This design comes from an exercise in tuning for small area on the open sky130 flow, not from production work.
In this exercise RTL edits were held to simulation tests only and were not proved equivalent to the original.
Power figures rest on the tool's default switching activity, not on a simulated workload.

## harbor
==> module motion_top, before the edit <==
module motion_top (
    input  logic                        clk,
    input  logic                        rst_n,
    input  logic                        reg_wr_valid,
    input  motion_pkg::reg_write_t      reg_wr,
    input  logic                        cmd_valid,
    input  motion_pkg::step_cmd_t       cmd,
    output logic                        cmd_ready,
    input  logic [4-1:0] endstop,
    output logic [4-1:0]   motor_step,
    output logic [4-1:0]   motor_dir,
    output logic [4-1:0]   motor_enable,
    output logic [4-1:0] endstop_state,
    output logic                        abort
);
    logic [31:0] wdata;
    logic [31:0] pre_n, pulse_n, post_n;
    logic [15:0] motor_cfg;
    logic [7:0]  endstop_opt;
    logic        unlock;
    logic [7:0]  wsel;
    assign wdata = reg_wr.data & {32{rst_n}};
    always_comb begin
        wsel = '0;
        wsel[reg_wr.addr] = reg_wr_valid;
    end
    always_ff @(posedge clk) begin
        if (!rst_n || wsel[0]) pre_n       <= wdata;
        if (!rst_n || wsel[1]) pulse_n     <= wdata;
        if (!rst_n || wsel[2]) post_n      <= wdata;
        if (!rst_n || wsel[3]) motor_cfg   <= wdata[15:0];
        if (!rst_n || wsel[4]) endstop_opt <= wdata[7:0];
        unlock <= rst_n && wsel[5];
    end
    localparam logic [1:0] ST_IDLE = 2'd0, ST_PRE = 2'd1, ST_PULSE = 2'd2, ST_POST = 2'd3;
    logic [1:0]  state [3];
    logic [31:0] cnt   [3];
    logic [2:0]  ax_dir;
    logic [2:0]  ax_step;
    logic [2:0]  ax_idle;
    for (genvar a = 0; a < 3; a++) begin : g_axis
        logic        done;
        logic        start;
        logic [31:0] dec;
        logic [32:0] z;
        assign done       = ~|cnt[a][31:1];
        assign ax_idle[a] = (state[a] == ST_IDLE);
        assign ax_step[a] = (state[a] == ST_PULSE);
        assign start      = cmd_valid && (cmd.axis == a) && !abort;
        assign z[0] = 1'b1;
        for (genvar i = 0; i < 32; i++) begin : g_dec
            assign z[i+1] = z[i] & ~cnt[a][i];
            assign dec[i] = cnt[a][i] ^ z[i];
        end
        always_ff @(posedge clk) begin
            if (state[a] == ST_IDLE)
                cnt[a] <= pre_n;
            else if (done && state[a] == ST_PRE)
                cnt[a] <= pulse_n;
            else if (done && state[a] == ST_PULSE)
                cnt[a] <= post_n;
            else
                cnt[a] <= dec;
        end
        always_ff @(posedge clk) begin
            if (!rst_n)
                state[a] <= ST_IDLE;
            else if (state[a] == ST_IDLE) begin
                if (start)
                    state[a] <= ST_PRE;
            end else if (done)
                state[a] <= state[a] + 2'd1;
        end
        always_ff @(posedge clk) begin
            if (!rst_n || (start && ax_idle[a]))
                ax_dir[a] <= cmd.dir && rst_n;
        end
    end
    assign cmd_ready = (cmd.axis == 2'd3) || ax_idle[cmd.axis] || abort;
    logic [3:0] sync0, sync1;
    logic [3:0] hit_vec;
    always_ff @(posedge clk) begin
        sync0 <= endstop & {4{rst_n}};
        sync1 <= sync0 & {4{rst_n}};
    end
    assign endstop_state = sync1;
    for (genvar i = 0; i < 4; i++) begin : g_hit
        assign hit_vec[i] = endstop_opt[2*i+1] && (sync1[i] == endstop_opt[2*i]);
    end
    always_ff @(posedge clk) begin
        if (!rst_n)
            abort <= 1'b0;
        else if (|hit_vec)
            abort <= 1'b1;
        else if (unlock)
            abort <= 1'b0;
    end
    logic [3:0] ax_step4, ax_dir4;
    assign ax_step4 = {1'b0, ax_step};
    assign ax_dir4  = {1'b0, ax_dir};
    for (genvar m = 0; m < 4; m++) begin : g_motor
        always_ff @(posedge clk) begin
            motor_enable[m] <= !(rst_n && motor_cfg[4*m]);
            motor_step[m]   <= rst_n && ax_step4[motor_cfg[4*m+1 +: 2]];
            motor_dir[m]    <= rst_n && (ax_dir4[motor_cfg[4*m+1 +: 2]] ^ motor_cfg[4*m+3]);
        end
    end
endmodule
Settings: LEC_CHECK=0, CAP_MARGIN=20, CORE_MARGIN=2, CORE_UTILIZATION=40, SLEW_MARGIN=20; clock period 5.0 ns.
run.sh (not shown) runs the stock make flow with config.mk's settings and CLKGATE_MAP_FILE= SYNTH_SCRIPT=/design/flow/synth_recipe.tcl, a recipe that flattens the netlist after the stock synthesis.
Ran to the end and failed final checks on negative setup slack: harbor.
### harbor -> quartz
-- flow/design.v --
<<< harbor, line 43
    output logic                        abort
);
    logic [31:0] wdata;
    logic [31:0] pre_n, pulse_n, post_n;
    logic [15:0] motor_cfg;
    logic [7:0]  endstop_opt;
>>> quartz, line 43
    output logic                        abort
);
    logic [32-1:0] wdata;
    logic [32-1:0] pre_n, pulse_n, post_n;
    logic [15:0] motor_cfg;
    logic [7:0]  endstop_opt;
<<< harbor, line 64
    localparam logic [1:0] ST_IDLE = 2'd0, ST_PRE = 2'd1, ST_PULSE = 2'd2, ST_POST = 2'd3;
    logic [1:0]  state [3];
    logic [31:0] cnt   [3];
    logic [2:0]  ax_dir;
    logic [2:0]  ax_step;
>>> quartz, line 64
    localparam logic [1:0] ST_IDLE = 2'd0, ST_PRE = 2'd1, ST_PULSE = 2'd2, ST_POST = 2'd3;
    logic [1:0]  state [3];
    logic [32-1:0] cnt   [3];
    logic [2:0]  ax_dir;
    logic [2:0]  ax_step;
<<< harbor, line 71
        logic        done;
        logic        start;
        logic [31:0] dec;
        logic [32:0] z;
        assign done       = ~|cnt[a][31:1];
        assign ax_idle[a] = (state[a] == ST_IDLE);
        assign ax_step[a] = (state[a] == ST_PULSE);
        assign start      = cmd_valid && (cmd.axis == a) && !abort;
        assign z[0] = 1'b1;
        for (genvar i = 0; i < 32; i++) begin : g_dec
            assign z[i+1] = z[i] & ~cnt[a][i];
            assign dec[i] = cnt[a][i] ^ z[i];
        end
        always_ff @(posedge clk) begin
            if (state[a] == ST_IDLE)
                cnt[a] <= pre_n;
            else if (done && state[a] == ST_PRE)
                cnt[a] <= pulse_n;
            else if (done && state[a] == ST_PULSE)
                cnt[a] <= post_n;
            else
                cnt[a] <= dec;
        end
        always_ff @(posedge clk) begin
            if (!rst_n)
>>> quartz, line 71
        logic        done;
        logic        start;
        logic [32-1:0] dec;
        logic [32:0] z;
        assign done       = ~|cnt[a][32-1:1];
        assign ax_idle[a] = (state[a] == ST_IDLE);
        assign ax_step[a] = (state[a] == ST_PULSE);
        assign start      = cmd_valid && (cmd.axis == a) && !abort;
        logic s_i, s_a, s_b, s_d;
        assign s_i = (state[a] == ST_IDLE);
        assign s_a = done && (state[a] == ST_PRE);
        assign s_b = done && (state[a] == ST_PULSE);
        assign s_d = !(s_i || s_a || s_b);
        assign z[0] = 1'b1;
        for (genvar i = 0; i < 32; i++) begin : g_dec
            assign z[i+1] = ~(|cnt[a][i:0]);
            assign dec[i] = cnt[a][i] ^ z[i];
        end
        always_ff @(posedge clk)
            cnt[a] <= (pre_n & {32{s_i}}) | (pulse_n & {32{s_a}}) | (post_n & {32{s_b}}) | (dec & {32{s_d}});
        always_ff @(posedge clk) begin
            if (!rst_n)
Results
- The flow did not stop early for quartz: all stages ran, and the layout cleared the timing, DRC and antenna checks.
- quartz improves on harbor in total power.
- Comparing met2 layer wire length in the routed design for quartz and harbor, the bigger number came from harbor.
- Of quartz and harbor, quartz shows the lower layout filler cell count, with harbor above it.
- Flip-flop and latch power in quartz is about 2% below harbor.
- On quartz: area growth from synthesis to layout is 9.0 points lower than what harbor gave.

-- afterwards: timing with drivers on the ports --
The results above use ideal ports. As a check the final layouts listed here were re-extracted and re-timed, cells and wires unchanged. Step 1: set_driving_cell puts a clkbuf_16 on clk and a buf_2 on each other input, an assumption about the parent block. Step 2 also shifts input and output timing later by t, the mid clock arrival at the registers, as if the neighbouring blocks saw the same clock. Slacks: no drivers / after step 1 / after step 2; pairs: no drivers / after step 1.
| run | shift t [ns] | setup slack, ns | worst hold slack (ns) | worst setup path after step 2 | pins driven straight from the clock port |
|---|---|---|---|---|---|
| harbor | 0.596 | -0.523 / -0.523 / -0.523 | 0.407 / 0.407 / 0.407 | register to register | 1 |
| quartz | 0.566 | 1.226 / 1.226 / 1.226 | 0.405 / 0.405 / 0.405 | register to register | 1 |
